Context: an optimization exercise on an open-source flow, tuned for small area, a short achievable clock period and few clock cycles per item. The choices shown serve that exercise and are no tape-out recipe.
Function was checked by simulation only, so behaviour that the tests miss may differ from the original.
Power figures rest on the tool's default switching activity, not on a simulated workload.

**design/flow/design.v**
```verilog
`timescale 1ns / 1ps
`default_nettype none
package dtdn_pkg;
    function automatic logic [9:0] cum_days_b(input logic [3:0] k);
        cum_days_b = ({10{k == 4'd0}} & 10'd95)
            | ({10{k == 4'd1}} & 10'd95)
            | ({10{k == 4'd2}} & 10'd126)
            | ({10{k == 4'd3}} & 10'd154)
            | ({10{k == 4'd4}} & 10'd185)
            | ({10{k == 4'd5}} & 10'd215)
            | ({10{k == 4'd6}} & 10'd246)
            | ({10{k == 4'd7}} & 10'd276)
            | ({10{k == 4'd8}} & 10'd307)
            | ({10{k == 4'd9}} & 10'd338)
            | ({10{k == 4'd10}} & 10'd368)
            | ({10{k == 4'd11}} & 10'd399)
            | ({10{k == 4'd12}} & 10'd429)
            | ({10{k == 4'd13}} & 10'd95)
            | ({10{k == 4'd14}} & 10'd95)
            | ({10{k == 4'd15}} & 10'd95);
    endfunction
    function automatic logic [21:0] tab0(input logic [9:0] k);
        tab0 = ({22{k[1]}} & 22'd365242)
            | ({22{k[2]}} & 22'd730485)
            | ({22{k[3]}} & 22'd1095727)
            | ({22{k[4]}} & 22'd1460970)
            | ({22{k[5]}} & 22'd1826212)
            | ({22{k[6]}} & 22'd2191455)
            | ({22{k[7]}} & 22'd2556697)
            | ({22{k[8]}} & 22'd2921940)
            | ({22{k[9]}} & 22'd3287182);
    endfunction
    function automatic logic [21:0] tab1(input logic [9:0] k);
        tab1 = ({22{k[1]}} & 22'd36524)
            | ({22{k[2]}} & 22'd73048)
            | ({22{k[3]}} & 22'd109572)
            | ({22{k[4]}} & 22'd146096)
            | ({22{k[5]}} & 22'd182620)
            | ({22{k[6]}} & 22'd219144)
            | ({22{k[7]}} & 22'd255668)
            | ({22{k[8]}} & 22'd292192)
            | ({22{k[9]}} & 22'd328716);
    endfunction
    function automatic logic [21:0] tab2(input logic [9:0] k);
        tab2 = ({22{k[1]}} & 22'd3652)
            | ({22{k[2]}} & 22'd7305)
            | ({22{k[3]}} & 22'd10957)
            | ({22{k[4]}} & 22'd14610)
            | ({22{k[5]}} & 22'd18262)
            | ({22{k[6]}} & 22'd21915)
            | ({22{k[7]}} & 22'd25567)
            | ({22{k[8]}} & 22'd29220)
            | ({22{k[9]}} & 22'd32872);
    endfunction
    function automatic logic [11:0] tab3(input logic [9:0] k, input logic codd, input logic z);
        tab3 = ({12{k[1] && !codd && !z}} & 12'd366)
            | ({12{k[2] && !codd && !z}} & 12'd731)
            | ({12{k[3] && !codd && !z}} & 12'd1096)
            | ({12{k[4] && !codd && !z}} & 12'd1461)
            | ({12{k[5] && !codd && !z}} & 12'd1827)
            | ({12{k[6] && !codd && !z}} & 12'd2192)
            | ({12{k[7] && !codd && !z}} & 12'd2557)
            | ({12{k[8] && !codd && !z}} & 12'd2922)
            | ({12{k[9] && !codd && !z}} & 12'd3288)
            | ({12{k[0] && !codd && z}} & 12'd1)
            | ({12{k[1] && !codd && z}} & 12'd366)
            | ({12{k[2] && !codd && z}} & 12'd731)
            | ({12{k[3] && !codd && z}} & 12'd1096)
            | ({12{k[4] && !codd && z}} & 12'd1461)
            | ({12{k[5] && !codd && z}} & 12'd1827)
            | ({12{k[6] && !codd && z}} & 12'd2192)
            | ({12{k[7] && !codd && z}} & 12'd2557)
            | ({12{k[8] && !codd && z}} & 12'd2922)
            | ({12{k[9] && !codd && z}} & 12'd3288)
            | ({12{k[0] && codd && !z}} & 12'd1)
            | ({12{k[1] && codd && !z}} & 12'd366)
            | ({12{k[2] && codd && !z}} & 12'd731)
            | ({12{k[3] && codd && !z}} & 12'd1097)
            | ({12{k[4] && codd && !z}} & 12'd1462)
            | ({12{k[5] && codd && !z}} & 12'd1827)
            | ({12{k[6] && codd && !z}} & 12'd2192)
            | ({12{k[7] && codd && !z}} & 12'd2558)
            | ({12{k[8] && codd && !z}} & 12'd2923)
            | ({12{k[9] && codd && !z}} & 12'd3288)
            | ({12{k[0] && codd && z}} & 12'd1)
            | ({12{k[1] && codd && z}} & 12'd366)
            | ({12{k[2] && codd && z}} & 12'd731)
            | ({12{k[3] && codd && z}} & 12'd1097)
            | ({12{k[4] && codd && z}} & 12'd1462)
            | ({12{k[5] && codd && z}} & 12'd1827)
            | ({12{k[6] && codd && z}} & 12'd2192)
            | ({12{k[7] && codd && z}} & 12'd2558)
            | ({12{k[8] && codd && z}} & 12'd2923)
            | ({12{k[9] && codd && z}} & 12'd3288);
    endfunction
endpackage
`default_nettype wire
`timescale 1ns / 1ps
`timescale 1ns / 1ps
`timescale 1ns / 1ps
`timescale 1ns / 1ps
`default_nettype none
module date_text_to_day_number (
    input  wire logic   i_clk,
    input  wire logic   i_rst_n,
    input  wire logic          i_char_valid,
    output logic               o_char_ready,
    input  wire logic [7:0]    i_char_code,
    input  wire logic          i_char_last,
    output logic               o_day_valid,
    input  wire logic          i_day_ready,
    output logic [21:0]        o_day_number,
    output logic               o_day_status
);
    localparam logic [3:0] S_M0 = 4'd0, S_M1 = 4'd1, S_M2 = 4'd2,
                           S_D0 = 4'd4, S_D1 = 4'd5, S_OK = 4'd6, S_BAD = 4'd7,
                           S_Y0 = 4'd8, S_Y1 = 4'd9, S_Y2 = 4'd10, S_Y3 = 4'd11,
                           S_D2 = 4'd12;
    logic       r_rdy;
    logic       e_v, e_sl, e_last;
    logic [9:0] e_ohn;      
    logic [9:0] e_oh;
    logic       e_dig;      
    logic [3:0] e_d;
    logic [3:0]  r_st;
    logic [3:0]  r_mon;
    logic        r_mbad;
    logic        r_gt2;      
    logic [6:0]  r_day;
    logic        r_dadd;     
    logic        r_aodd;     
    logic        r_codd;     
    logic        r_z;        
    logic        r_gt, r_eq;  
    logic [21:0] r_acc;      
    logic        r_c1;       
    logic        r_c2;       
    logic        r_c3;       
    logic        r_status;
    logic        r_pend;     
    logic        r_ov;
    logic        yd;         
    logic [1:0]  pos;        
    logic        acc_evt, busy, consume, fin;
    logic [3:0]  n_st, st_next;
    logic [3:0]  n_mon;
    logic        n_mbad;
    logic [6:0]  n_day;
    logic [21:0] op1, op2, op2m;
    logic        add, zero;
    logic [3:0]  p;
    logic [3:0]  r_p;        
    logic [3:0]  p_next;
    logic        busy_next;
    logic [9:0]  cum_b;
    logic [7:0]  s0;
    logic [7:0]  s1;
    logic [6:0]  s2;
    logic [5:0]  s3;
    logic [1:0]  c1;
    logic        leap_c;
    logic        ok;
    logic        n_gt, n_eq;
    logic [3:0]  ref_d;
    logic        ov_next, pend_next;
    logic        ev_next_v, ev_next_dig, ev_next_last;
    logic        in_dig, in_sl;
    logic [9:0]  in_oh;
    assign e_oh = ~e_ohn;
    always_comb begin
        e_d[0]  = e_oh[1] | e_oh[3] | e_oh[5] | e_oh[7] | e_oh[9];
        e_d[1]  = e_oh[2] | e_oh[3] | e_oh[6] | e_oh[7];
        e_d[2]  = e_oh[4] | e_oh[5] | e_oh[6] | e_oh[7];
        e_d[3]  = e_oh[8] | e_oh[9];
        yd      = e_dig && r_st[3];
        pos     = r_st[1:0];
        acc_evt = e_last || yd;
        busy    = r_ov || r_pend;
        consume = e_v && !(acc_evt && busy);
        fin     = consume && e_last;
        n_st   = r_st;
        n_mon  = r_mon;
        n_mbad = r_mbad;
        n_day  = r_day;
        case (r_st)
            S_M0: begin
                n_mbad = 1'b0;
                if (e_dig)     begin n_st = S_M1; n_mon = e_d; end
                else if (e_sl) begin n_st = S_D0; n_mon = 4'd0; n_day = 7'd0; end
                else           n_st = S_BAD;
            end
            S_M1: begin
                if (e_dig) begin
                    n_st = S_M2;
                    if (r_mon == 4'd0)                         n_mon = e_d;
                    else if (r_mon == 4'd1 && e_d <= 4'd2)     n_mon = 4'd10 + e_d;
                    else                                       n_mbad = 1'b1;
                end
                else if (e_sl) begin n_st = S_D0; n_day = 7'd0; end
                else           n_st = S_BAD;
            end
            S_M2: begin
                if (e_dig)     begin n_st = S_D1; n_day = {3'd0, e_d}; end
                else if (e_sl) begin n_st = S_D0; n_day = 7'd0; end
                else           n_st = S_BAD;
            end
            S_D0: begin
                if (e_dig)     begin n_st = S_D1; n_day = {3'd0, e_d}; end
                else if (e_sl) n_st = S_Y0;
                else           n_st = S_BAD;
            end
            S_D1: begin
                if (e_dig)     begin n_st = S_D2; n_day = 7'({3'd0, r_day[3:0]} * 7'd10 + {3'd0, e_d}); end
                else if (e_sl) n_st = S_Y0;
                else           n_st = S_BAD;
            end
            S_D2: begin
                if (e_dig)     n_st = S_Y1;
                else if (e_sl) n_st = S_Y0;
                else           n_st = S_BAD;
            end
            S_Y0: begin
                if (e_dig)     n_st = S_Y1;
                else           n_st = S_BAD;
            end
            S_Y1: begin
                if (e_dig)     n_st = S_Y2;
                else           n_st = S_BAD;
            end
            S_Y2: begin
                if (e_dig)     n_st = S_Y3;
                else           n_st = S_BAD;
            end
            S_Y3: begin
                if (e_dig)     n_st = S_OK;
                else           n_st = S_BAD;
            end
            S_OK:    ;
            default: n_st = S_BAD;
        endcase
        case (pos)
            2'd0:    ref_d = 4'd1;
            2'd1:    ref_d = 4'd7;
            2'd2:    ref_d = 4'd5;
            default: ref_d = 4'd2;
        endcase
        n_gt = r_gt;
        n_eq = r_eq;
        if (yd) begin
            if (pos == 2'd0 || r_eq) begin
                n_gt = (e_d > ref_d);
                n_eq = (e_d == ref_d);
            end
        end
        ok = (n_st == S_OK) && (n_gt || n_eq) && !r_mbad;
        c1[1] = r_aodd ? (|e_oh[9:6]) : (|e_oh[9:8]);
        c1[0] = r_aodd ? (|e_oh[5:2]) : (|e_oh[7:4]);
        if (e_oh[0]) leap_c = r_gt2 && !r_codd && !r_z;
        else         leap_c = r_gt2 && (r_codd ? (e_oh[2] | e_oh[6]) : (e_oh[4] | e_oh[8]));
        p = r_p;
        op2 = ({22{p[0]}} & dtdn_pkg::tab0(e_oh))
            | ({22{p[1]}} & (dtdn_pkg::tab1(e_oh) | {20'd0, c1}))
            | ({22{p[2]}} & dtdn_pkg::tab2(e_oh))
            | ({22{p[3]}} & {10'd0, dtdn_pkg::tab3(e_oh, r_codd, r_z)});
        add  = consume && yd;
        zero = fin && !ok;
        cum_b = dtdn_pkg::cum_days_b(r_mon);
        op1  = p[0] ? {13'd6942, cum_b[8:0]} : r_acc;
        op2m = op2 | {15'd0, {7{r_dadd}} & r_day};
        s0 = {1'b0, op1[5:0], 1'b1}   + {1'b0, op2m[5:0], p[3] && leap_c};
        s1 = {1'b0, op1[11:6], 1'b1}  + {1'b0, op2m[11:6], r_c1};
        s2 = {1'b0, op1[16:12], 1'b1} + {1'b0, op2m[16:12], r_c2};
        s3 = {op1[21:17], 1'b1}       + {op2m[21:17], r_c3};
    end
    assign in_dig = (i_char_code[7:4] == 4'h3) && (i_char_code[3:0] <= 4'd9);
    always_comb begin
        for (int k = 0; k < 10; k++) in_oh[k] = (i_char_code == 8'(8'h30 + k));
    end
    assign in_sl  = (i_char_code == 8'h2F);
    always_comb begin
        ov_next   = (r_ov && !i_day_ready) || (r_pend && !r_c1 && !r_c2 && !r_c3 && !r_dadd);
        pend_next = fin || (r_pend && (r_c1 || r_c2 || r_c3 || r_dadd));
        if (r_rdy) begin
            ev_next_v    = i_char_valid;
            ev_next_dig  = in_dig;
            ev_next_last = i_char_last;
        end else begin
            ev_next_v    = e_v && !consume;
            ev_next_dig  = e_dig;
            ev_next_last = e_last;
        end
        st_next = !consume ? r_st : (e_last ? S_M0 : n_st);
        busy_next = ov_next || pend_next;
        p_next[0] = st_next[3] && !st_next[1] && !st_next[0] && !busy_next;
        p_next[1] = st_next[3] && !st_next[1] &&  st_next[0] && !busy_next;
        p_next[2] = st_next[3] &&  st_next[1] && !st_next[0] && !busy_next;
        p_next[3] = st_next[3] &&  st_next[1] &&  st_next[0] && !busy_next;
    end
    always_ff @(posedge i_clk) begin
        if (!i_rst_n) begin
            e_v   <= 1'b0;
            r_rdy <= 1'b1;
        end else begin
            e_v   <= ev_next_v;
            r_rdy <= !(busy_next && ev_next_v &&
                       (ev_next_last || (ev_next_dig && st_next[3])));
        end
    end
    always_ff @(posedge i_clk) begin
        if (!e_v || consume) begin
            e_ohn  <= (r_rdy && i_char_valid) ? ~in_oh : 10'h3ff;
            e_dig  <= r_rdy && i_char_valid && in_dig;
            e_sl   <= in_sl;
            e_last <= i_char_last;
        end
    end
    always_ff @(posedge i_clk) begin
        if (!i_rst_n) begin
            r_st   <= S_M0;
            r_p    <= 4'd0;
            r_ov   <= 1'b0;
            r_pend <= 1'b0;
            r_c1   <= 1'b0;
            r_c2   <= 1'b0;
            r_c3   <= 1'b0;
            r_dadd <= 1'b0;
        end else begin
            r_ov   <= ov_next;
            r_pend <= pend_next;
            r_p    <= p_next;
            r_c1   <= !zero && s0[7];
            r_dadd <= add && pos == 2'd3 && !zero;
            r_c2   <= !zero && s1[7];
            r_c3   <= !zero && s2[6];
            if (consume) begin
                r_st <= e_last ? S_M0 : n_st;
            end
        end
    end
    always_ff @(posedge i_clk) begin
        if (consume) begin
            r_mon  <= n_mon;
            r_mbad <= n_mbad;
            r_gt2  <= (n_mon > 4'd2);
            r_day  <= n_day;
        end
        if (consume && yd) begin
            r_gt <= n_gt;
            r_eq <= n_eq;
            case (pos)
                2'd0: r_aodd <= e_d[0];
                2'd1: r_aodd <= (2'({r_aodd, 1'b0} + e_d[1:0]) == 2'd0);
                2'd2: begin
                    r_codd <= e_d[0];
                    r_z    <= (e_d == 4'd0) && !r_aodd;
                end
                default: ;
            endcase
        end
        if (zero) begin
            r_acc <= 22'd0;
        end else begin
            r_acc <= {s3[5:1], s2[5:1], s1[6:1], s0[6:1]};
        end
        if (fin) begin
            r_status <= !ok;
        end
    end
    assign o_char_ready = r_rdy;
    assign o_day_valid  = r_ov;
    assign o_day_number = r_acc;
    assign o_day_status = r_status;
endmodule
`default_nettype wire
```
**design/flow/flow/run.sh**
```bash
#!/bin/bash
# The standard layout (the standard.sh: ORFS synthesis through finish),
# with two changes:
# - the buffers that placement puts on the input and output ports are buf_2
#   cells instead of ORFS's default choice for sky130hd, a slow delay cell
#   (clkdlybuf4s50_1); every port still gets its own buffer;
# - clock tree synthesis uses clkbuf_4/clkbuf_8 and adds no dummy loads
#   (ORFS's own arguments otherwise).
# The make output goes to flow_make.log; ORFS keeps each step's log under
# orfs/logs/.
set -euo pipefail
export BUFFER_PORTS_ARGS="-buffer_cell sky130_fd_sc_hd__buf_2"
export CTS_ARGS="-sink_clustering_enable -repair_clock_nets -buf_list {sky130_fd_sc_hd__clkbuf_4 sky130_fd_sc_hd__clkbuf_8} -dont_use_dummy_load"
bash standard.sh finish > flow_make.log 2>&1
```
**design/flow/standard.sh**
```bash
#!/bin/bash
# synth_recipe.tcl (not shown) runs the flow's synth.tcl, then flattens the netlist and writes it again
# the make line also repeats each setting of config.mk as NAME=value (left out here)
make -C /OpenROAD-flow-scripts/flow DESIGN_CONFIG=/design/flow/config.mk WORK_HOME=/design/flow/orfs CLKGATE_MAP_FILE= SYNTH_SCRIPT=/design/flow/synth_recipe.tcl "${@:-finish}"
```
**design/flow/config.mk**
```make
export PLATFORM = sky130hd
export DESIGN_NAME = date_text_to_day_number
export DESIGN_NICKNAME = date_text_to_day_number
export VERILOG_FILES = /design/flow/design.v
export SDC_FILE = /design/flow/constraint.sdc
export NUM_CORES = 4
export LEC_CHECK = 0
export ABC_CLOCK_PERIOD_IN_PS = 2800
export CAP_MARGIN = 20
export CORE_MARGIN = 2
export CORE_UTILIZATION = 40
export CTS_BUF_LIST = sky130_fd_sc_hd__clkbuf_4 sky130_fd_sc_hd__clkbuf_8
export SETUP_SLACK_MARGIN = 4.5
export SLEW_MARGIN = 20
```
**design/flow/constraint.sdc**
```tcl
create_clock -name core_clock -period 7.5 [get_ports {i_clk}]
set_input_delay 1.5000 -clock core_clock [delete_from_list [all_inputs] [get_ports {i_clk}]]
set_output_delay 1.5000 -clock core_clock [all_outputs]
set_load 0.01 [all_outputs]
```
==> results.yml, run 1 <==
synth:
  synth-seq-cells: 70
  synth.top_cell.area_share_pct: 17.9
  number_of_enable_flip_flop_cells_after_synthesis: 32
  ys_async_sr_fraction_pct: 0
  synth_commonest_cells: "67 x sky130_fd_sc_hd__nand2_1, 64 x sky130_fd_sc_hd__nor2_1, 46 x sky130_fd_sc_hd__inv_1, 45 x sky130_fd_sc_hd__o21ai_0, 38 x sky130_fd_sc_hd__dfxtp_1"
  seq_area_frac_synth_pct: 32.0
  synth.cell_area_um2: 5370
  yosys_warnings: 1
  number_of_library_cell_types_mapped_by_synthesis: 70
  library_cell_with_the_largest_summed_area_after_synthesis: "sky130_fd_sc_hd__edfxtp_1"
  synth_area_per_cell_um2: 8.12
  netlist_top_cells_area: "sky130_fd_sc_hd__edfxtp_1 18%, sky130_fd_sc_hd__dfxtp_1 14%, sky130_fd_sc_hd__ha_1 8.2%"
  postSynthNetCount: 716
  synthCells: 662
  postSynth.topFlopCell: "sky130_fd_sc_hd__dfxtp_1"
  yosys.cell_count.top_type: "sky130_fd_sc_hd__nand2_1"
route:
  detailedRoute.firstIterationViolations: 514
  routed-via-count: 5150
  detail_route.first_pass.iterations: 5
  detail_route.wl_per_cell_um: 17.3
  routed_via_density: 5.75
  drtAntennaViolNets: 0
  route.detailed.drc: 0
  routed_wirelength_um: 15500
grt:
  grt_use_met2_pct: 33.3
  global_route.usage.met3_pct: 4.56
  sum_of_overflow_across_all_layers_after_global_routing: 0
  first_global_vias: 4660
  grtUsageMet1_pct: 28.8
  gr-usage-all-layers_pct: 21.2
  grt_max_degree: 48
  grt-busiest-layer: "met2"
  antenna_violations_before_repair: 0
  grt_first_pass_wirelength_um: 24100
setup_path:
  ordered_list_of_cells_on_the_worst_path: "buf_4 -> nand4_1 -> o311a_1 -> or3_1 -> inv_1 -> fa_1 -> nor2b_1 -> o21ai_0 -> a21boi_1 -> o21ai_0 -> nor3b_1 -> nor3_1"
  criticalPathCategory: "flip-flop to flip-flop"
  slowest_delay_ns: 0.43
  crit_arrival_ns: 3.11
  reg2reg_setup_slack_ns: 4.62
  worst-r2r-cell-count: 12
  cp_max_fo: 7
  cp_num_buf_inv: 2
  end_kind: "flip-flop"
  r2r-start: "e_ohn[5]"
  endpoint_of_the_worst_slack_reg_to_reg_timing_path: "r_acc[5]"
  setup_crit_start_kind: "flip-flop"
  cp_top_family: "simple AND/OR/NAND/NOR gates"
  path_common_cell: "sky130_fd_sc_hd__o21ai_0"
  required_ns: 7.73
  slowest_stage: "sky130_fd_sc_hd__or3_1"
die:
  num_io_pins: 38
  core-area_um2: 13200
  dieHeight_um: 120
  die_width_um: 120
  rows: 42
  die_area_um2: 14400
  floorplan.initialDensity_pct: 40.7
final_layout:
  area_delta_synth_final_pct: 14.6
  layout-drive-gt1-share_pct: 17.6
  final-seq-area_um2: 1720
  final_cell_area_excluding_filler_cells_um2: 6160
  antenna_cells: 0
  filler_cell_count_in_the_final_layout: 1306
  fin_nets: 776
  finish.utilization_pct: 46.7
  area_of_combinational_cells_with_multiple_inputs_um2: 3330
cts:
  cts_sinks: 70
  tritoncts.num_buffers: 9
  cts_root_buffer: "sky130_fd_sc_hd__clkbuf_8"
  clk_transition_reported_paths_ns: 0.08
  tritoncts: "built"
  cts_htree_levels: 3
  max-clock-path-buffers: 2
  worstSkewPairLatency_ns: 0.36
  cts_hold_repair.buffers: 0
timing:
  timing.final.setup_violations: 0
  tightest_slew_ns: 0.978
  grt_setup_unrepaired: "yes"
  hold_viol_final: 0
  fmax_ghz: 0.347
  slew_headroom_pct: 34.2
  final.setup.tns_ns: 0
  finalWorstPathRequiredPeriod_ns: 2.88
  worst_clock_skew_ns: 0.0254
  hold_ws_ns: 0.514
  final-max-slew-violation-count: 0
  worst_setup_slack_final_ns: 4.62
  post-route-period-util_pct: 38.5
placement:
  dp_hpwl_um: 10600
  placed_area_um2: 5610
  buffer_ports.inserted: 37
  gp_routability_congestion: 0.905
  pre_cts_ws_ns: 4.01
pwr:
  power.density_cell_area_nw_per_um2: 123
  ir_drop_mv: 0.111
  power.static_leakage_nw: 2.80
min_path:
  worstHoldPathType: "flip-flop to flip-flop"
  min_to: "r_pend"
  holdPathStages: 2
  hold_start: "r_pend"
run:
  cap_violations: 0
outcome:
  status: "no timing/DRC/antenna violations"
## sequential cells by signal, summed over array words and instances (netlist names), 4 cells and up
signal and count:
e_ohn 10, r_st 4, r_acc 22, r_day 7, r_mon 4, r_p 4
## through the flow
step | std cells | power (mW)
finish | 896 | 0.756
global route | 896 | 0.790
CTS | 864 | 0.757
detailed placement | 836 | 0.519
global placement | 836 | 0.516
floorplan | 662 | 0.493
## logic make-up after synthesis
kind of cell,Yosys count,share of synthesized area (%)
flops,70,32.0
compound gates,175,22.3
buf+inv,87,6.64
xor+xnor,20,3.26
mux,3,0.559
simple gates,266,24.8
fa+ha+maj,41,10.4
## placed cells by master, fill, tap and decap left out, types with 10 or more instances in the layout
| cell type | instances |
|---|---|
| sky130_fd_sc_hd__buf_2 | 37 |
| sky130_fd_sc_hd__a21o_1 | 10 |
| sky130_fd_sc_hd__buf_4 | 46 |
| sky130_fd_sc_hd__nand4_1 | 17 |
| sky130_fd_sc_hd__nand3_1 | 25 |
| sky130_fd_sc_hd__edfxtp_1 | 32 |
| sky130_fd_sc_hd__dfxtp_1 | 37 |
| sky130_fd_sc_hd__nor3_1 | 18 |
| sky130_fd_sc_hd__xnor2_1 | 14 |
| sky130_fd_sc_hd__a21oi_1 | 34 |
| sky130_fd_sc_hd__nand2_1 | 66 |
| sky130_fd_sc_hd__ha_1 | 34 |
| sky130_fd_sc_hd__o21ai_0 | 45 |
| sky130_fd_sc_hd__nor2b_1 | 27 |
| sky130_fd_sc_hd__nor2_1 | 64 |
| sky130_fd_sc_hd__inv_1 | 45 |
## worst register-to-register path, delay by kind of cell (launching register included)
| kind | cells | cell delay (ns) |
|---|---|---|
| AOI/OAI and AO/OA | 4 | 0.93 |
| adders and majority gates | 1 | 0.20 |
| buffers and inverters | 2 | 0.28 |
| DFF | 1 | 0.40 |
| and+or+nand+nor | 5 | 0.95 |
## how the worst max path moves through the flow
stage / to / depth (start not counted) / from / slack, ns
2_1_floorplan: e_ohn[7] / 4 / i_char_code[7] / 4.85
3_3_place_gp: r_dadd / 8 / e_ohn[7] / 4.14
3_5_place_dp: r_dadd / 8 / e_ohn[7] / 4.01
4_1_cts: r_acc[11] / 13 / e_ohn[9] / 4.52
5_1_grt: r_acc[5] / 13 / e_ohn[8] / 4.46
6_report: r_acc[5] / 12 / e_ohn[5] / 4.62
## layer usage
metal | up-vias | routed length [µm]
met5 | - | 0
met1 | 2424 | 6890
li1 | 2500 | -
met2 | 191 | 7090
met3 | 35 | 1080
met4 | 0 | 439
## timing repair
item / CTS / global route
cloned: 1 / 0
resized for setup: 2 / 9
setup buffers: 18 / 31
pin swaps: 4 / 0
endpoints found under the setup margin: 26 / 26
## power breakdown
part / internal (mW) / total (mW) / switching (mW) / leakage [nW]
clock: 0.107 / 0.233 / 0.126 / 0.0647
combinational: 0.0422 / 0.103 / 0.0613 / 2.14
sequential: 0.407 / 0.420 / 0.0122 / 0.594
total: 0.556 / 0.756 / 0.199 / 2.80
## cell type report
class	count	area share, %
clock buffers	9	2.01
inverters	47	2.93
multi-input cells	506	54.1
well taps	176	3.58
flip-flops and latches	70	28.0
repair buffers	88	9.37
Testbench counts, summed over its fixed seeds: cycles 28,567, items 3,200.
==> inputs of run 2 (changes only) <==
--- a/design/flow/config.mk
+++ b/design/flow/config.mk
@@ -6,5 +6,5 @@
 export NUM_CORES = 4
 export LEC_CHECK = 0
-export ABC_CLOCK_PERIOD_IN_PS = 2800
+export ABC_CLOCK_PERIOD_IN_PS = 3200
 export CAP_MARGIN = 20
 export CORE_MARGIN = 2
==> run 2 against run 1 <==
  * Critical endpoint unchanged
  * Power unchanged
  * Critical path type unchanged
  * Highest routed layer unchanged
  * Synthesized cell count unchanged
  * Largest cell class unchanged
  * Hold slack stayed put
  * Via count unchanged
  * Clock power about the same
==> results.yml, run 2 <==
timing:
  slew_headroom_pct: 34.2
  finalWorstPathRequiredPeriod_ns: 2.88
  post-route-period-util_pct: 38.5
  tightest_slew_ns: 0.978
  hold_ws_ns: 0.514
  hold_viol_final: 0
  final-max-slew-violation-count: 0
  timing.final.setup_violations: 0
  fmax_ghz: 0.347
  final.setup.tns_ns: 0
  worst_clock_skew_ns: 0.0254
  grt_setup_unrepaired: "yes"
synth:
  netlist_top_cells_area: "sky130_fd_sc_hd__edfxtp_1 18%, sky130_fd_sc_hd__dfxtp_1 14%, sky130_fd_sc_hd__ha_1 8.2%"
  postSynth.topFlopCell: "sky130_fd_sc_hd__dfxtp_1"
  ys_async_sr_fraction_pct: 0
  yosys_warnings: 1
  synth_area_per_cell_um2: 8.12
  number_of_enable_flip_flop_cells_after_synthesis: 32
  number_of_library_cell_types_mapped_by_synthesis: 70
  library_cell_with_the_largest_summed_area_after_synthesis: "sky130_fd_sc_hd__edfxtp_1"
  synth-seq-cells: 70
  seq_area_frac_synth_pct: 32.0
  synthCells: 662
  yosys.cell_count.top_type: "sky130_fd_sc_hd__nand2_1"
  synth.cell_area_um2: 5370
  postSynthNetCount: 716
  synth.top_cell.area_share_pct: 17.9
  synth_commonest_cells: "67 x sky130_fd_sc_hd__nand2_1, 64 x sky130_fd_sc_hd__nor2_1, 46 x sky130_fd_sc_hd__inv_1, 45 x sky130_fd_sc_hd__o21ai_0, 38 x sky130_fd_sc_hd__dfxtp_1"
route:
  met2WireLength_um: 7090
  drt-met1-wl_um: 6890
  detail_route.wl_per_cell_um: 17.3
  routed-via-count: 5150
  topRoutingLayerUsed: "met4"
  drtAntennaViolNets: 0
  routed_wirelength_um: 15500
  route.detailed.drc: 0
  routed_via_density: 5.75
  route.met3.wl_um: 1080
  detailedRoute.firstIterationViolations: 514
  detail_route.first_pass.iterations: 5
grt:
  grt_first_pass_wirelength_um: 24100
  antenna_violations_before_repair: 0
  gr-usage-all-layers_pct: 21.2
  first_global_vias: 4660
  grt_max_degree: 48
  sum_of_overflow_across_all_layers_after_global_routing: 0
placement:
  gp_routability_congestion: 0.905
  placed_area_um2: 5610
  buffer_ports.inserted: 37
  place.detailed.instances: 836
  dp_hpwl_um: 10600
die:
  die_area_um2: 14400
  die_width_um: 120
  rows: 42
  dieHeight_um: 120
  num_io_pins: 38
  core-area_um2: 13200
  floorplan.initialDensity_pct: 40.7
cts:
  cts_hold_repair.buffers: 0
  worstSkewPairLatency_ns: 0.36
  cts_sinks: 70
  cts_htree_levels: 3
  clk_transition_reported_paths_ns: 0.08
  max-clock-path-buffers: 2
  tritoncts: "built"
  tritoncts.num_buffers: 9
  cts_root_buffer: "sky130_fd_sc_hd__clkbuf_8"
final_layout:
  final-seq-area_um2: 1720
  layout_commonest_cell: "sky130_fd_sc_hd__nand2_1"
  layout-drive-gt1-share_pct: 17.6
  finish.utilization_pct: 46.7
  number_of_flip_flops_in_the_largest_register: 22
  area_delta_synth_final_pct: 14.6
  top_regs: "r_acc (22), e_ohn (10), r_day (7)"
  final_cell_area_excluding_filler_cells_um2: 6160
  layout.cells.non_filler: 896
  fin_nets: 776
  top_register: "r_acc"
  mostFrequentLayoutCells: "66 x sky130_fd_sc_hd__nand2_1, 64 x sky130_fd_sc_hd__nor2_1, 46 x sky130_fd_sc_hd__buf_4, 45 x sky130_fd_sc_hd__inv_1, 45 x sky130_fd_sc_hd__o21ai_0"
  filler_cell_count_in_the_final_layout: 1306
  antenna_cells: 0
  area_of_combinational_cells_with_multiple_inputs_um2: 3330
outcome:
  status: "no timing/DRC/antenna violations"
setup_path:
  ordered_list_of_cells_on_the_worst_path: "buf_4 -> nand4_1 -> o311a_1 -> or3_1 -> inv_1 -> fa_1 -> nor2b_1 -> o21ai_0 -> a21boi_1 -> o21ai_0 -> nor3b_1 -> nor3_1"
  cp_max_fo: 7
  required_ns: 7.73
  setup_crit_start_kind: "flip-flop"
  slowest_stage: "sky130_fd_sc_hd__or3_1"
  end_kind: "flip-flop"
  path_common_cell: "sky130_fd_sc_hd__o21ai_0"
  slowest_delay_ns: 0.43
  crit_arrival_ns: 3.11
  criticalPathCategory: "flip-flop to flip-flop"
pwr:
  power.density_cell_area_nw_per_um2: 123
  ir_drop_mv: 0.111
  power.static_leakage_nw: 2.80
run:
  cap_violations: 0
min_path:
  worstHoldPathType: "flip-flop to flip-flop"
run 2: cell type report:
cell class              count  share of cell area, %
clock buffers               9                   2.01
inverters                  47                   2.93
multi-input cells         506                   54.1
flip-flops and latches     70                   28.0
well taps                 176                   3.58
repair buffers             88                   9.37
run 2: repair_timing:
| action | in CTS | in global routing |
|---|---|---|
| pin swaps | 4 | 0 |
| cloned | 1 | 0 |
| gates resized for setup | 2 | 9 |
| setup endpoints to repair | 26 | 26 |
| buffers inserted | 18 | 31 |
run 2: cell families (layout without fill, tap and decap cells):
kind of cell	Yosys count	count (layout)	synth area share [%]
buffers and inverters	87	144	6.64
muxes	3	3	0.559
adders and majority gates	41	41	10.4
DFF	70	70	32.0
AOI/OAI and AO/OA	175	176	22.3
xor gates and xnor gates	20	20	3.26
and+or+nand+nor	266	266	24.8
run 2: stage by stage:
step                total power [mW]  setup WS (ns)
floorplan                      0.493           4.85
global placement               0.516           4.14
detailed placement             0.519           4.01
finish                         0.756           4.62
global route                   0.790           4.46
CTS                            0.757           4.52
run 2: critical path, delay by kind of cell (launching register included):
family | cells | cell delay, ns
compound gates | 4 | 0.93
fa+ha+maj | 1 | 0.20
buf+inv | 2 | 0.27
flops | 1 | 0.40
simple gates | 5 | 0.95
run 2: routing by layer:
metal | up-vias | global-route usage, %
met1 | 2424 | 28.8
met4 | 0 | 7.72
met3 | 35 | 4.56
met2 | 191 | 33.3
li1 | 2500 | -
met5 | - | 0
run 2: final timing paths:
path / from / to / slack, ns / cells after the start
worst min-delay path: r_pend / r_pend / 0.51 / 2
worst max-delay path: e_ohn[5] / r_acc[5] / 4.62 / 12
worst max register to register: e_ohn[5] / r_acc[5] / 4.62 / 12
worst min register to register: r_pend / r_pend / 0.51 / 2
run 2: report_power, final:
part / total [mW] / switching, mW / internal (mW)
clock network: 0.233 / 0.126 / 0.107
logic: 0.103 / 0.0613 / 0.0422
registers: 0.420 / 0.0122 / 0.407
total: 0.756 / 0.199 / 0.556
==> inputs of run 3 (changes only) <==
--- a/design/flow/config.mk
+++ b/design/flow/config.mk
@@ -6,9 +6,9 @@
 export NUM_CORES = 4
 export LEC_CHECK = 0
-export ABC_CLOCK_PERIOD_IN_PS = 3200
+export ABC_CLOCK_PERIOD_IN_PS = 2800
 export CAP_MARGIN = 20
 export CORE_MARGIN = 2
 export CORE_UTILIZATION = 40
 export CTS_BUF_LIST = sky130_fd_sc_hd__clkbuf_4 sky130_fd_sc_hd__clkbuf_8
-export SETUP_SLACK_MARGIN = 4.5
+export SETUP_SLACK_MARGIN = 4.7
 export SLEW_MARGIN = 20
==> run 3 against run 2 <==
  * Global-route usage grew 0.52 points
  * Clock skew is essentially flat
  * Largest cell class unchanged
  * Cell count shrank 1.0%
  * Sequential power is essentially flat
==> results.yml, run 3 <==
outcome:
  status: "no timing/DRC/antenna violations"
synth:
  library_cell_with_the_largest_summed_area_after_synthesis: "sky130_fd_sc_hd__edfxtp_1"
  postSynthNetCount: 716
  postSynth.topFlopCell: "sky130_fd_sc_hd__dfxtp_1"
  yosys_warnings: 1
  synth_commonest_cells: "67 x sky130_fd_sc_hd__nand2_1, 64 x sky130_fd_sc_hd__nor2_1, 46 x sky130_fd_sc_hd__inv_1, 45 x sky130_fd_sc_hd__o21ai_0, 38 x sky130_fd_sc_hd__dfxtp_1"
  synth.top_cell.area_share_pct: 17.9
  synth-seq-cells: 70
  yosys.cell_count.top_type: "sky130_fd_sc_hd__nand2_1"
  number_of_library_cell_types_mapped_by_synthesis: 70
  synth.cell_area_um2: 5370
  ys_async_sr_fraction_pct: 0
  number_of_enable_flip_flop_cells_after_synthesis: 32
  netlist_top_cells_area: "sky130_fd_sc_hd__edfxtp_1 18%, sky130_fd_sc_hd__dfxtp_1 14%, sky130_fd_sc_hd__ha_1 8.2%"
  synth_area_per_cell_um2: 8.12
  seq_area_frac_synth_pct: 32.0
  synthCells: 662
final_layout:
  area_delta_synth_final_pct: 14.2
  filler_cell_count_in_the_final_layout: 1303
  number_of_flip_flops_in_the_largest_register: 22
  top_regs: "r_acc (22), e_ohn (10), r_day (7)"
  antenna_cells: 0
  fin_nets: 767
  top_register: "r_acc"
  layout-drive-gt1-share_pct: 17.6
  mostFrequentLayoutCells: "65 x sky130_fd_sc_hd__nand2_1, 64 x sky130_fd_sc_hd__nor2_1, 44 x sky130_fd_sc_hd__inv_1, 44 x sky130_fd_sc_hd__o21ai_0, 40 x sky130_fd_sc_hd__buf_4"
  layout_commonest_cell: "sky130_fd_sc_hd__nand2_1"
timing:
  worst_setup_slack_final_ns: 4.70
  hold_viol_final: 0
  timing.final.setup_violations: 0
  post-route-period-util_pct: 37.3
  fmax_ghz: 0.357
  final.setup.tns_ns: 0
  final-max-slew-violation-count: 0
  finalWorstPathRequiredPeriod_ns: 2.80
  grt_setup_unrepaired: "yes"
  worst_clock_skew_ns: 0.0252
  slew_headroom_pct: 44.6
  tightest_slew_ns: 0.824
setup_path:
  path_common_cell: "sky130_fd_sc_hd__a21oi_1"
  slowest_stage: "sky130_fd_sc_hd__edfxtp_1"
  ordered_list_of_cells_on_the_worst_path: "buf_4 -> nand3_1 -> a222oi_1 -> nand2_1 -> ha_1 -> a21o_1 -> a21oi_1 -> o21bai_1 -> a21oi_1 -> xor2_1 -> nor2_1"
  end_kind: "flip-flop"
  criticalPathCategory: "flip-flop to flip-flop"
  cp_max_fo: 9
  setup_crit_start_kind: "flip-flop"
  cp_num_buf_inv: 1
  reg2reg_setup_slack_ns: 4.70
  required_ns: 7.75
  slowest_delay_ns: 0.49
  crit_arrival_ns: 3.05
  r2r-start: "e_ohn[7]"
  worst-r2r-cell-count: 11
  endpoint_of_the_worst_slack_reg_to_reg_timing_path: "r_acc[11]"
  cp_top_family: "compound AO/OA/AOI/OAI gates"
min_path:
  holdPathStages: 2
  min_to: "r_pend"
  hold_start: "r_pend"
  worstHoldPathType: "flip-flop to flip-flop"
die:
  num_io_pins: 38
  die_area_um2: 14400
  dieHeight_um: 120
  rows: 42
  core-area_um2: 13200
  die_width_um: 120
  floorplan.initialDensity_pct: 40.7
pwr:
  power.density_cell_area_nw_per_um2: 124
  power.static_leakage_nw: 2.77
  ir_drop_mv: 0.112
  report.power.total_uw: 760
grt:
  grt-busiest-layer: "met2"
  grtUsageMet1_pct: 29.3
  global_route.usage.met3_pct: 4.75
  sum_of_overflow_across_all_layers_after_global_routing: 0
  gr-usage-all-layers_pct: 21.7
  first_global_vias: 4792
  antenna_violations_before_repair: 0
  grt_max_degree: 48
  grt_first_pass_wirelength_um: 24700
  grt_use_met2_pct: 34.1
cts:
  max-clock-path-buffers: 2
  worstSkewPairLatency_ns: 0.37
  cts_root_buffer: "sky130_fd_sc_hd__clkbuf_8"
  clk_transition_reported_paths_ns: 0.09
  tritoncts: "built"
  cts_htree_levels: 3
  tritoncts.num_buffers: 9
  cts_sinks: 70
placement:
  pre_cts_ws_ns: 4.01
  dp_hpwl_um: 10600
  buffer_ports.inserted: 37
  gp_routability_congestion: 0.905
route:
  detail_route.first_pass.iterations: 6
  detail_route.wl_per_cell_um: 17.3
  routed-via-count: 5166
  drtAntennaViolNets: 0
  detailedRoute.firstIterationViolations: 438
  route.detailed.drc: 0
  routed_via_density: 5.82
  routed_wirelength_um: 15300
run:
  cap_violations: 0
-- run 3: cell counts after synthesis --
Identical to the previous run, type by type.
-- run 3: worst max-delay path by stage --
stage / depth (start not counted) / startpoint / slack (ns) / end
2_1_floorplan: 4 / i_char_code[7] / 4.85 / e_ohn[7]
3_3_place_gp: 8 / e_ohn[7] / 4.14 / r_dadd
3_5_place_dp: 8 / e_ohn[7] / 4.01 / r_dadd
4_1_cts: 13 / e_ohn[8] / 4.71 / r_acc[5]
5_1_grt: 13 / e_ohn[9] / 4.52 / r_acc[11]
6_report: 11 / e_ohn[7] / 4.70 / r_acc[11]
-- run 3: logic make-up after synthesis --
| group | after synthesis | synth area share (%) |
|---|---|---|
| adder cells (fa/ha/maj) | 41 | 10.4 |
| multiplexers | 3 | 0.559 |
| buffers and inverters | 87 | 6.64 |
| flip-flops | 70 | 32.0 |
| XOR/XNOR | 20 | 3.26 |
| AO/OA/AOI/OAI | 175 | 22.3 |
| AND/OR/NAND/NOR | 266 | 24.8 |
-- run 3: timing repair --
item                                    in CTS  in global routing
endpoints found under the setup margin      33                 27
hold buffers                                 0                  0
pin swaps                                    4                  1
resized for setup                            8                 14
setup buffers                               31                 10
gates cloned                                 1                  0
-- run 3: tightest hold or removal path: stages, from the launching register on --
cell and delay (ns):
sky130_fd_sc_hd__dfxtp_1 0.34, sky130_fd_sc_hd__nand2b_1 0.07, sky130_fd_sc_hd__a21oi_1 0.06
-- run 3: final cells by class --
class | count | area, µm² | area share (%)
clock buffers | 9 | 124 | 2.02
inverters | 47 | 180 | 2.94
multi-input cells | 506 | 3370 | 54.9
flip-flops and latches | 70 | 1730 | 28.1
well taps | 176 | 220 | 3.59
repair buffers | 79 | 519 | 8.46
-- run 3: through the flow --
| stage | utilization [%] | hold slack (ns) | instances | instance area (µm²) |
|---|---|---|---|---|
| 4_1_cts | 45.6 | 0.513 | 877 | 6020 |
| 5_1_grt | 46.5 | 0.572 | 887 | 6140 |
| 3_3_place_gp | 42.5 | 0.496 | 836 | 5610 |
| 6_report | 46.5 | 0.515 | 887 | 6140 |
| 3_5_place_dp | 42.5 | 0.501 | 836 | 5610 |
| 2_1_floorplan | - | 0.478 | 662 | 5370 |
-- run 3: metal layers --
layer	routed length (µm)	up-vias
li1	-	2491
met1	6810	2455
met2	6950	193
met3	1110	27
met4	442	0
met5	0	-
-- run 3: where the power goes --
part | internal, mW | switching, mW
Sequential | 0.407 | 0.0107
Clock | 0.107 | 0.127
Combinational | 0.0443 | 0.0642
==> inputs of run 4 (changes only) <==
--- a/design/flow/design.v
+++ b/design/flow/design.v
@@ -124,7 +124,6 @@
     logic [3:0] e_d;
     logic [3:0]  r_st;
-    logic [3:0]  r_mon;
-    logic        r_mbad;
-    logic        r_gt2;      
+    logic [3:0]  r_mon;      
+    logic        gt2;        
     logic [6:0]  r_day;
     logic        r_dadd;     
@@ -145,5 +144,4 @@
     logic [3:0]  n_st, st_next;
     logic [3:0]  n_mon;
-    logic        n_mbad;
     logic [6:0]  n_day;
     logic [21:0] op1, op2, op2m;
@@ -181,9 +179,7 @@
         n_st   = r_st;
         n_mon  = r_mon;
-        n_mbad = r_mbad;
         n_day  = r_day;
         case (r_st)
             S_M0: begin
-                n_mbad = 1'b0;
                 if (e_dig)     begin n_st = S_M1; n_mon = e_d; end
                 else if (e_sl) begin n_st = S_D0; n_mon = 4'd0; n_day = 7'd0; end
@@ -195,5 +191,5 @@
                     if (r_mon == 4'd0)                         n_mon = e_d;
                     else if (r_mon == 4'd1 && e_d <= 4'd2)     n_mon = 4'd10 + e_d;
-                    else                                       n_mbad = 1'b1;
+                    else                                       n_mon = 4'd15;
                 end
                 else if (e_sl) begin n_st = S_D0; n_day = 7'd0; end
@@ -253,9 +249,10 @@
             end
         end
-        ok = (n_st == S_OK) && (n_gt || n_eq) && !r_mbad;
+        ok = (n_st == S_OK) && (n_gt || n_eq) && (r_mon != 4'd15);
         c1[1] = r_aodd ? (|e_oh[9:6]) : (|e_oh[9:8]);
         c1[0] = r_aodd ? (|e_oh[5:2]) : (|e_oh[7:4]);
-        if (e_oh[0]) leap_c = r_gt2 && !r_codd && !r_z;
-        else         leap_c = r_gt2 && (r_codd ? (e_oh[2] | e_oh[6]) : (e_oh[4] | e_oh[8]));
+        gt2 = (r_mon > 4'd2);
+        if (e_oh[0]) leap_c = gt2 && !r_codd && !r_z;
+        else         leap_c = gt2 && (r_codd ? (e_oh[2] | e_oh[6]) : (e_oh[4] | e_oh[8]));
         p = r_p;
         op2 = ({22{p[0]}} & dtdn_pkg::tab0(e_oh))
@@ -341,6 +338,4 @@
         if (consume) begin
             r_mon  <= n_mon;
-            r_mbad <= n_mbad;
-            r_gt2  <= (n_mon > 4'd2);
             r_day  <= n_day;
         end
--- a/design/flow/config.mk
+++ b/design/flow/config.mk
@@ -11,4 +11,4 @@
 export CORE_UTILIZATION = 40
 export CTS_BUF_LIST = sky130_fd_sc_hd__clkbuf_4 sky130_fd_sc_hd__clkbuf_8
-export SETUP_SLACK_MARGIN = 4.7
+export SETUP_SLACK_MARGIN = 4.6
 export SLEW_MARGIN = 20
==> run 4 against run 3 <==
  * Still clean on timing, DRC and antenna
  * Register-to-register slack got worse by 0.09 ns
  * Utilization increased by 0.41 points
  * Routed wire length decreased by 4.1%
  * Power decreased by 5.5%
  * Largest cell class unchanged
==> results.yml, run 4 <==
setup_path:
  slowest_stage: "sky130_fd_sc_hd__edfxtp_1"
  ordered_list_of_cells_on_the_worst_path: "buf_2 -> mux2_2 -> nand4_1 -> a221o_1 -> inv_1 -> fa_1 -> nor2b_1 -> o21ai_0 -> a21boi_0 -> o21ai_0 -> a21boi_0 -> nor3_1"
  cp_top_family: "compound AO/OA/AOI/OAI gates"
  end_kind: "flip-flop"
  required_ns: 7.74
  criticalPathCategory: "flip-flop to flip-flop"
  cp_num_buf_inv: 2
  slowest_delay_ns: 0.52
  setup_crit_start_kind: "flip-flop"
  crit_arrival_ns: 3.12
  cp_max_fo: 7
synth:
  fraction_of_the_mapped_netlist_area_in_compound_gates_pct: 22.1
  synth-seq-cells: 68
  synth.cell_area_um2: 5260
  post_synth_fa_ha_maj_area_fraction_pct: 10.6
  synthCells: 658
  synthMuxAreaShare_pct: 0.999
  synth_simple_gate_area_share_pct: 24.4
  ys_async_sr_fraction_pct: 0
  number_of_enable_flip_flop_cells_after_synthesis: 30
  synth_commonest_cells: "67 x sky130_fd_sc_hd__nand2_1, 60 x sky130_fd_sc_hd__nor2_1, 57 x sky130_fd_sc_hd__o21ai_0, 55 x sky130_fd_sc_hd__inv_1, 38 x sky130_fd_sc_hd__dfxtp_1"
  netlist_top_cells_area: "sky130_fd_sc_hd__edfxtp_1 17%, sky130_fd_sc_hd__dfxtp_1 14%, sky130_fd_sc_hd__ha_1 8.3%"
  seq_area_frac_synth_pct: 31.6
  yosys_warnings: 1
  postSynth.topFlopCell: "sky130_fd_sc_hd__dfxtp_1"
  largest_family_of_logic_cells_by_synthesized_area: "simple AND/OR/NAND/NOR gates"
  number_of_library_cell_types_mapped_by_synthesis: 64
  synth_area_per_cell_um2: 7.99
  library_cell_with_the_largest_summed_area_after_synthesis: "sky130_fd_sc_hd__edfxtp_1"
  yosys.cell_count.top_type: "sky130_fd_sc_hd__nand2_1"
  synth.top_cell.area_share_pct: 17.1
  post_synth_xor_area_fraction_pct: 3.00
  postSynthNetCount: 712
grt:
  gr-usage-all-layers_pct: 20.9
  first_global_vias: 4649
  grt_use_met2_pct: 33.0
  sum_of_overflow_across_all_layers_after_global_routing: 0
  grt_first_pass_wirelength_um: 23600
  global_route.usage.met3_pct: 4.58
  grt_max_degree: 53
  grtUsageMet1_pct: 28.0
  antenna_violations_before_repair: 0
  grt-busiest-layer: "met2"
final_layout:
  area_of_combinational_cells_with_multiple_inputs_um2: 3250
  layout-drive-gt1-share_pct: 16.8
  top_regs: "r_acc (22), e_ohn (10), r_day (7)"
  top_register: "r_acc"
  number_of_flip_flops_in_the_largest_register: 22
  area_delta_synth_final_pct: 13.5
  fin_nets: 764
  final-seq-area_um2: 1660
  antenna_cells: 0
  filler_cell_count_in_the_final_layout: 1315
  layout_commonest_cell: "sky130_fd_sc_hd__nand2_1"
  mostFrequentLayoutCells: "65 x sky130_fd_sc_hd__nand2_1, 60 x sky130_fd_sc_hd__nor2_1, 55 x sky130_fd_sc_hd__inv_1, 54 x sky130_fd_sc_hd__o21ai_0, 40 x sky130_fd_sc_hd__buf_4"
  layout.cells.non_filler: 880
cts:
  clk_transition_reported_paths_ns: 0.08
  tritoncts: "built"
  cts_sinks: 68
  max-clock-path-buffers: 2
  tritoncts.num_buffers: 9
  cts_htree_levels: 3
  cts_hold_repair.buffers: 0
  cts_root_buffer: "sky130_fd_sc_hd__clkbuf_8"
  worstSkewPairLatency_ns: 0.36
timing:
  worst_clock_skew_ns: 0.0205
  hold_viol_final: 0
  hold_ws_ns: 0.545
  finalWorstPathRequiredPeriod_ns: 2.89
  post-route-period-util_pct: 38.5
  timing.final.setup_violations: 0
  slew_headroom_pct: 45.2
  worst_setup_slack_final_ns: 4.61
  tightest_slew_ns: 0.822
  fmax_ghz: 0.347
  final-max-slew-violation-count: 0
  grt_setup_unrepaired: "yes"
  final.setup.tns_ns: 0
route:
  detailedRoute.firstIterationViolations: 442
  routed-via-count: 5055
  detail_route.first_pass.iterations: 5
  routed_wirelength_um: 14700
  route.detailed.drc: 0
  routed_via_density: 5.74
  drtAntennaViolNets: 0
  detail_route.wl_per_cell_um: 16.7
placement:
  buffer_ports.inserted: 37
  pre_cts_ws_ns: 4.22
  dp_hpwl_um: 10400
  place.detailed.instances: 830
  gp_routability_congestion: 0.908
die:
  num_io_pins: 38
  core-area_um2: 12700
  rows: 41
  floorplan.initialDensity_pct: 41.3
  dieHeight_um: 119
  die_area_um2: 14100
  die_width_um: 119
pwr:
  ir_drop_mv: 0.112
  power.density_cell_area_nw_per_um2: 120
  power.static_leakage_nw: 2.75
min_path:
  worstHoldPathType: "flip-flop to flip-flop"
outcome:
  status: "no timing/DRC/antenna violations"
run:
  cap_violations: 0
-- run 4: changes by cell type after synthesis, sizes merged, moves of 4 or more --
cell	change
inv	+8
a222oi	-4
o221ai	+5
nor2	-4
o21a	-4
a221o	-4
o21bai	-5
a21oi	-5
a22o	-4
o21ai	+12
-- run 4: path summary, 6_finish.rpt --
kind,startpoint,to,slack [ns],depth (start not counted)
worst min-delay path,r_rdy,r_rdy,0.55,1
worst min register to register,r_rdy,r_rdy,0.55,1
worst max-delay path,e_ohn[4],r_acc[5],4.61,12
worst max register to register,e_ohn[4],r_acc[5],4.61,12
-- run 4: stage by stage --
step / util [%] / area, µm² / power, mW
after floorplan: - / 5260 / 0.465
after global routing: 46.9 / 5970 / 0.752
final: 46.9 / 5970 / 0.719
after detailed placement: 43.2 / 5500 / 0.486
after global placement: 43.2 / 5500 / 0.484
after CTS: 45.2 / 5750 / 0.726
-- run 4: cell families (layout without fill, tap and decap cells) --
family                   after synthesis  count (layout)
multiplexers                           5               5
flip-flops                            68              68
AND/OR/NAND/NOR                      256             256
AO/OA/AOI/OAI                        176             176
adder cells (fa/ha/maj)               41              41
buffers and inverters                 94             144
XOR/XNOR                              18              18
-- run 4: final cells by class --
cell class	count	area share, %
clock buffer	9	2.07
tap	172	3.60
sequential	68	27.8
inverter	55	3.46
multi-input combinational	496	54.4
timing repair buffer	80	8.59
-- run 4: routing by layer --
layer / vias to the layer above / wire length [µm]
li1: 2441 / -
met1: 2382 / 6620
met2: 202 / 6800
met3: 30 / 966
met4: 0 / 302
met5: - / 0
-- run 4: where the power goes --
group / switching [mW] / leakage [nW] / internal [mW] / total (mW)
Sequential: 0.00912 / 0.577 / 0.392 / 0.402
Clock: 0.130 / 0.0647 / 0.107 / 0.237
Combinational: 0.0474 / 2.11 / 0.0325 / 0.0799
-- run 4: timing repair --
item	CTS	global route
setup buffers	17	24
pin swaps	2	1
resized for setup	2	14
endpoints found under the setup margin	27	34
Testbench counts of run 4, summed over its fixed seeds: cycles 28,567, items 3,200.
==> inputs of run 5 (changes only) <==
--- a/design/flow/config.mk
+++ b/design/flow/config.mk
@@ -9,6 +9,6 @@
 export CAP_MARGIN = 20
 export CORE_MARGIN = 2
-export CORE_UTILIZATION = 40
+export CORE_UTILIZATION = 55
 export CTS_BUF_LIST = sky130_fd_sc_hd__clkbuf_4 sky130_fd_sc_hd__clkbuf_8
-export SETUP_SLACK_MARGIN = 4.6
+export SETUP_SLACK_MARGIN = 4.7
 export SLEW_MARGIN = 20
==> run 5 against run 4 <==
  * Still clean
  * Area after synthesis unchanged
  * Fmax increased by 1.7%
  * Clock power decreased by 3%
  * Sequential share of layout area decreased by 0.43 points
  * Power decreased by 0.56%
  * Count of clock-buffer cells in the layout unchanged
  * Sequential power about the same
  * Register-to-register slack improved by 0.05 ns
  * Cell area increased by 1.8%
  * Clock skew increased by 0.0054 ns
  * Critical endpoint is now r_c1
  * Largest power group unchanged
==> results.yml, run 5 <==
timing:
  final-max-slew-violation-count: 0
  finalWorstPathRequiredPeriod_ns: 2.84
  final.setup.tns_ns: 0
  grt_setup_unrepaired: "yes"
  hold_viol_final: 0
  fmax_ghz: 0.353
  timing.final.setup_violations: 0
  tightest_slew_ns: 0.911
  slew_headroom_pct: 39.3
  worst_clock_skew_ns: 0.0259
  post-route-period-util_pct: 37.8
outcome:
  status: "no timing/DRC/antenna violations"
placement:
  buffer_ports.inserted: 37
  dp_hpwl_um: 10200
  gp_routability_congestion: 0.909
  place.detailed.instances: 788
grt:
  antenna_violations_before_repair: 0
  grt_use_met2_pct: 52.3
  grtUsageMet1_pct: 35.6
  first_global_vias: 4850
  gr-usage-all-layers_pct: 29.5
  global_route.usage.met3_pct: 5.04
  sum_of_overflow_across_all_layers_after_global_routing: 0
  grt_max_degree: 53
  grt-busiest-layer: "met2"
  grt_first_pass_wirelength_um: 23800
cts:
  cts_root_buffer: "sky130_fd_sc_hd__clkbuf_8"
  tritoncts.num_buffers: 9
  cts_hold_repair.buffers: 0
  worstSkewPairLatency_ns: 0.35
  cts_htree_levels: 3
  max-clock-path-buffers: 2
  tritoncts: "built"
  clk_transition_reported_paths_ns: 0.08
  cts_sinks: 68
final_layout:
  area_delta_synth_final_pct: 15.6
  layout_commonest_cell: "sky130_fd_sc_hd__nand2_1"
  layout.cells.non_filler: 849
  number_of_flip_flops_in_the_largest_register: 22
  filler_cell_count_in_the_final_layout: 787
  top_register: "r_acc"
  finish.utilization_pct: 65.8
  layout-drive-gt1-share_pct: 19.6
  mostFrequentLayoutCells: "65 x sky130_fd_sc_hd__nand2_1, 60 x sky130_fd_sc_hd__nor2_1, 55 x sky130_fd_sc_hd__inv_1, 51 x sky130_fd_sc_hd__o21ai_0, 51 x sky130_fd_sc_hd__buf_4"
  antenna_cells: 0
  fin_nets: 776
  top_regs: "r_acc (22), e_ohn (10), r_day (7)"
synth:
  synth.top_cell.area_share_pct: 17.1
  library_cell_with_the_largest_summed_area_after_synthesis: "sky130_fd_sc_hd__edfxtp_1"
  postSynthNetCount: 712
  synth_commonest_cells: "67 x sky130_fd_sc_hd__nand2_1, 60 x sky130_fd_sc_hd__nor2_1, 57 x sky130_fd_sc_hd__o21ai_0, 55 x sky130_fd_sc_hd__inv_1, 38 x sky130_fd_sc_hd__dfxtp_1"
  netlist_top_cells_area: "sky130_fd_sc_hd__edfxtp_1 17%, sky130_fd_sc_hd__dfxtp_1 14%, sky130_fd_sc_hd__ha_1 8.3%"
  synthCells: 658
  number_of_enable_flip_flop_cells_after_synthesis: 30
  number_of_library_cell_types_mapped_by_synthesis: 64
  synth.cell_area_um2: 5260
  synth_area_per_cell_um2: 7.99
  synth-seq-cells: 68
  seq_area_frac_synth_pct: 31.6
  yosys_warnings: 1
  ys_async_sr_fraction_pct: 0
  postSynth.topFlopCell: "sky130_fd_sc_hd__dfxtp_1"
  yosys.cell_count.top_type: "sky130_fd_sc_hd__nand2_1"
setup_path:
  crit_path_start: "e_ohn[7]"
  criticalPathCategory: "flip-flop to flip-flop"
  endpoint_of_the_worst_slack_reg_to_reg_timing_path: "r_c1"
  end_kind: "flip-flop"
  setup_crit_start_kind: "flip-flop"
  worst-r2r-cell-count: 11
  r2r-start: "e_ohn[7]"
  required_ns: 7.71
  cp_max_fo: 8
  crit_arrival_ns: 3.05
  reg2reg_setup_slack_ns: 4.66
die:
  floorplan.initialDensity_pct: 56.9
  die_width_um: 102
  dieHeight_um: 102
  rows: 35
  num_io_pins: 38
  die_area_um2: 10400
  core-area_um2: 9240
pwr:
  power.static_leakage_nw: 2.83
  ir_drop_mv: 0.0978
  power.density_cell_area_nw_per_um2: 118
  report.power.total_uw: 715
route:
  routed_wirelength_um: 14800
  routed_via_density: 5.98
  drtAntennaViolNets: 0
  detailedRoute.firstIterationViolations: 359
  route.detailed.drc: 0
  routed-via-count: 5081
  detail_route.wl_per_cell_um: 17.4
  detail_route.first_pass.iterations: 8
run:
  cap_violations: 0
min_path:
  hold_start: "r_rdy"
  holdPathStages: 1
  min_to: "r_rdy"
  worstHoldPathType: "flip-flop to flip-flop"
==> run 5: cell counts after synthesis <==
Identical to the previous run, type by type.
==> run 5: final cells by class <==
type                       count  area (µm²)  share of cell area (%)
multi-input combinational    496        3300                    54.3
sequential                    68        1670                    27.4
timing repair buffer          92         622                    10.2
inverter                      55         206                    3.40
tap                          129         161                    2.66
clock buffer                   9         124                    2.04
==> run 5: worst max path at each step <==
stage,end,slack [ns],cells past startpoint
2_1_floorplan,r_c2,4.77,12
3_3_place_gp,r_c1,4.15,9
3_5_place_dp,r_c1,4.16,9
4_1_cts,r_c1,4.71,7
5_1_grt,r_acc[5],4.55,12
6_report,r_c1,4.66,11
==> run 5: where the power goes <==
part           total [mW]  internal, mW  leakage [nW]  switching [mW]
clock network       0.231         0.107        0.0647           0.124
logic              0.0819        0.0341          2.19          0.0478
registers           0.402         0.393         0.579         0.00896
==> run 5: worst max-delay path, cell delays in order, from the launching register on <==
cell and delay [ns]:
sky130_fd_sc_hd__edfxtp_1 0.50, sky130_fd_sc_hd__buf_4 0.17, sky130_fd_sc_hd__buf_6 0.10, sky130_fd_sc_hd__inv_1 0.07, sky130_fd_sc_hd__a22oi_1 0.17, sky130_fd_sc_hd__o21ai_0 0.12, sky130_fd_sc_hd__a221oi_1 0.37, sky130_fd_sc_hd__nand3_1 0.15
sky130_fd_sc_hd__ha_1 0.25, sky130_fd_sc_hd__or4_1 0.53, sky130_fd_sc_hd__a21oi_1 0.21, sky130_fd_sc_hd__nor4_2 0.07
==> run 5: stage by stage <==
step | instance area [µm²] | hold WS (ns) | setup slack (ns)
finish | 6080 | 0.558 | 4.66
global placement | 5450 | 0.528 | 4.15
CTS | 5880 | 0.562 | 4.71
global route | 6080 | 0.570 | 4.55
detailed placement | 5450 | 0.543 | 4.16
floorplan | 5260 | 0.503 | 4.77
==> run 5: repair_timing <==
action | 4_1_cts | 5_1_grt
gates resized for setup | 7 | 31
pin swaps | 2 | 14
setup buffers | 39 | 13
setup endpoints to repair | 27 | 33
==> run 5: cell families (layout without fill, tap and decap cells) <==
| logic type | Yosys count | in the layout | synth area share [%] |
|---|---|---|---|
| simple gates | 256 | 256 | 24.4 |
| compound gates | 176 | 176 | 22.1 |
| buf+inv | 94 | 156 | 7.33 |
| flops | 68 | 68 | 31.6 |
| fa+ha+maj | 41 | 41 | 10.6 |
| xor+xnor | 18 | 18 | 3.00 |
| mux | 5 | 5 | 0.999 |
==> run 5: per-layer routing <==
metal	part of all wire (%)	routed length, µm
met5	0	0
met4	3.0	440
met3	5.5	809
met2	50	7440
met1	41	6060
==> inputs of run 6 (changes only) <==
--- a/design/flow/config.mk
+++ b/design/flow/config.mk
@@ -9,6 +9,7 @@
 export CAP_MARGIN = 20
 export CORE_MARGIN = 2
-export CORE_UTILIZATION = 55
+export CORE_UTILIZATION = 40
 export CTS_BUF_LIST = sky130_fd_sc_hd__clkbuf_4 sky130_fd_sc_hd__clkbuf_8
+export PLACE_DENSITY = 0.5
 export SETUP_SLACK_MARGIN = 4.7
 export SLEW_MARGIN = 20
==> run 6 against run 5 <==
  * Still clean on timing, DRC and antenna
  * Area after synthesis did not move
  * Largest power group unchanged
  * Sequential share of layout area fell by 0.33 points
  * Clock power rose by 2%
  * Critical endpoint unchanged
==> results.yml, run 6 <==
die:
  core-area_um2: 12700
  floorplan.initialDensity_pct: 41.3
  num_io_pins: 38
  rows: 41
  die_area_um2: 14100
  die_width_um: 119
  dieHeight_um: 119
setup_path:
  end_kind: "flip-flop"
  reg2reg_setup_slack_ns: 4.76
  cp_max_fo: 7
  required_ns: 7.73
  worst-r2r-cell-count: 9
  criticalPathCategory: "flip-flop to flip-flop"
  crit_path_start: "e_ohn[7]"
  r2r-start: "e_ohn[7]"
  timing.critical_path.to: "r_c1"
  endpoint_of_the_worst_slack_reg_to_reg_timing_path: "r_c1"
  crit_arrival_ns: 2.97
  setup_crit_start_kind: "flip-flop"
pwr:
  ir_drop_mv: 0.133
  report.power.total_uw: 723
  power.static_leakage_nw: 2.82
  power.density_cell_area_nw_per_um2: 118
run:
  cap_violations: 0
cts:
  cts_root_buffer: "sky130_fd_sc_hd__clkbuf_8"
  tritoncts: "built"
  cts_hold_repair.buffers: 0
  max-clock-path-buffers: 2
  clk_transition_reported_paths_ns: 0.08
  cts_htree_levels: 3
  worstSkewPairLatency_ns: 0.37
  cts_sinks: 68
  tritoncts.num_buffers: 9
route:
  drtAntennaViolNets: 0
  route.detailed.drc: 0
  detail_route.first_pass.iterations: 5
  routed_wirelength_um: 15900
  detail_route.wl_per_cell_um: 18.0
  routed_via_density: 5.69
  routed-via-count: 5042
  detailedRoute.firstIterationViolations: 332
final_layout:
  mostFrequentLayoutCells: "64 x sky130_fd_sc_hd__nand2_1, 60 x sky130_fd_sc_hd__nor2_1, 54 x sky130_fd_sc_hd__inv_1, 50 x sky130_fd_sc_hd__o21ai_0, 44 x sky130_fd_sc_hd__buf_4"
  area_delta_synth_final_pct: 17.0
  number_of_flip_flops_in_the_largest_register: 22
  top_regs: "r_acc (22), e_ohn (10), r_day (7)"
  layout-drive-gt1-share_pct: 20.3
  antenna_cells: 0
  layout_commonest_cell: "sky130_fd_sc_hd__nand2_1"
  finish.utilization_pct: 48.4
  top_register: "r_acc"
  fin_nets: 770
synth:
  synth_commonest_cells: "67 x sky130_fd_sc_hd__nand2_1, 60 x sky130_fd_sc_hd__nor2_1, 57 x sky130_fd_sc_hd__o21ai_0, 55 x sky130_fd_sc_hd__inv_1, 38 x sky130_fd_sc_hd__dfxtp_1"
  yosys.cell_count.top_type: "sky130_fd_sc_hd__nand2_1"
  yosys_warnings: 1
  synth_area_per_cell_um2: 7.99
  ys_async_sr_fraction_pct: 0
  postSynth.topFlopCell: "sky130_fd_sc_hd__dfxtp_1"
  number_of_enable_flip_flop_cells_after_synthesis: 30
  postSynthNetCount: 712
  library_cell_with_the_largest_summed_area_after_synthesis: "sky130_fd_sc_hd__edfxtp_1"
  synth-seq-cells: 68
  synth.cell_area_um2: 5260
  seq_area_frac_synth_pct: 31.6
  netlist_top_cells_area: "sky130_fd_sc_hd__edfxtp_1 17%, sky130_fd_sc_hd__dfxtp_1 14%, sky130_fd_sc_hd__ha_1 8.3%"
  synth.top_cell.area_share_pct: 17.1
  number_of_library_cell_types_mapped_by_synthesis: 64
  synthCells: 658
timing:
  grt_setup_unrepaired: "yes"
  finalWorstPathRequiredPeriod_ns: 2.74
  final-max-slew-violation-count: 0
  hold_viol_final: 0
  timing.final.setup_violations: 0
  worst_clock_skew_ns: 0.0300
  final.setup.tns_ns: 0
  tightest_slew_ns: 0.917
  post-route-period-util_pct: 36.5
  hold_ws_ns: 0.542
  fmax_ghz: 0.365
  slew_headroom_pct: 38.9
grt:
  first_global_vias: 4738
  grt_first_pass_wirelength_um: 25000
  gr-usage-all-layers_pct: 22.6
  grt_max_degree: 53
  antenna_violations_before_repair: 0
  sum_of_overflow_across_all_layers_after_global_routing: 0
min_path:
  worstHoldPathType: "flip-flop to flip-flop"
outcome:
  status: "no timing/DRC/antenna violations"
placement:
  buffer_ports.inserted: 37
  gp_routability_congestion: 0.865
  dp_hpwl_um: 11100
-- run 6: worst min-delay path by stage --
stage / from / end / cells past startpoint
after global placement: r_rdy / r_rdy / 1
final: r_rdy / r_rdy / 1
after global routing: r_rdy / r_rdy / 1
after floorplan: r_pend / r_pend / 2
after detailed placement: r_rdy / r_rdy / 1
after CTS: r_rdy / r_rdy / 1
-- run 6: cells by family after synthesis --
group                      synth area share (%)
muxes                                     0.999
and+or+nand+nor                            24.4
buffers and inverters                      7.33
DFF                                        31.6
AOI/OAI and AO/OA                          22.1
adders and majority gates                  10.6
xor gates and xnor gates                   3.00
-- run 6: stage by stage --
stage	cell area (µm²)	setup slack [ns]	instances
CTS	5930	4.63	875
finish	6150	4.76	886
global placement	5500	4.06	831
floorplan	5260	4.77	658
detailed placement	5500	4.00	831
global route	6150	4.61	886
-- run 6: repair_timing --
| action | in CTS | in global routing |
|---|---|---|
| pin swaps | 2 | 8 |
| resized for setup | 9 | 40 |
| setup buffers | 35 | 11 |
| setup endpoints to repair | 36 | 25 |
-- run 6: critical path, stage by stage, from the launching register on --
cell and delay (ns):
sky130_fd_sc_hd__edfxtp_1 0.53, sky130_fd_sc_hd__nand4_1 0.25, sky130_fd_sc_hd__buf_4 0.22, sky130_fd_sc_hd__buf_4 0.15, sky130_fd_sc_hd__a222oi_1 0.35, sky130_fd_sc_hd__nand3_1 0.18
sky130_fd_sc_hd__ha_1 0.26, sky130_fd_sc_hd__or4_1 0.42, sky130_fd_sc_hd__a21oi_1 0.18, sky130_fd_sc_hd__nor4_2 0.07
-- run 6: report_power, final --
part           total [mW]  internal (mW)  switching [mW]  leakage [nW]
clock               0.235          0.107           0.128        0.0647
sequential          0.402          0.393         0.00922         0.579
combinational      0.0867         0.0360          0.0507          2.18
-- run 6: metal layers --
metal / vias to the layer above / wire length [µm] / GRT usage (%)
li1: 2462 / - / -
met1: 2410 / 7080 / 28.9
met2: 147 / 7920 / 37.7
met3: 23 / 632 / 4.73
met4: 0 / 300 / 7.44
met5: - / 0 / 0
-- run 6: final cells by class --
class	instances	area (µm²)
Sequential cell	68	1670
Fill cell	1317	6570
Tap cell	172	215
Timing Repair Buffer	86	588
Multi-Input combinational cell	496	3350
Inverter	55	210
Clock buffer	9	124

[what the ideal ports hide]
The results above use ideal ports. As a check the final layouts listed here were re-extracted and re-timed, cells and wires unchanged. Step 1, drivers: a clkbuf_16 drives i_clk and a buf_2 each remaining input, both assumed. Step 2, shift: input delay + t, output delay - t, t = (earliest + latest rising clock arrival at the registers) / 2. This alone moves slack from input paths to output paths. Slacks: ideal ports / drivers / drivers and shift; pairs: ideal ports / drivers.
run	t (ns)	setup WS [ns]	hold WS [ns]	worst setup path after step 2	clock arrival spread, ns
run 1	0.386	4.615 / 4.615 / 4.502	0.514 / 0.514 / 0.514	input to register	0.025 / 0.026
run 2	0.386	4.615 / 4.615 / 4.502	0.514 / 0.514 / 0.514	input to register	0.025 / 0.026
run 3	0.390	4.701 / 4.701 / 4.498	0.515 / 0.515 / 0.515	input to register	0.025 / 0.026
run 4	0.389	4.615 / 4.615 / 4.588	0.545 / 0.545 / 0.545	input to register	0.021 / 0.020
run 5	0.374	4.663 / 4.663 / 4.498	0.558 / 0.558 / 0.558	input to register	0.026 / 0.026
run 6	0.390	4.760 / 4.760 / 4.650	0.542 / 0.542 / 0.542	input to register	0.030 / 0.030
After both steps setup and hold are still met in every run listed. For run 3, which loses most, drivers alone change the setup slack by 0.000 ns; drivers and shift together by -0.203 ns.
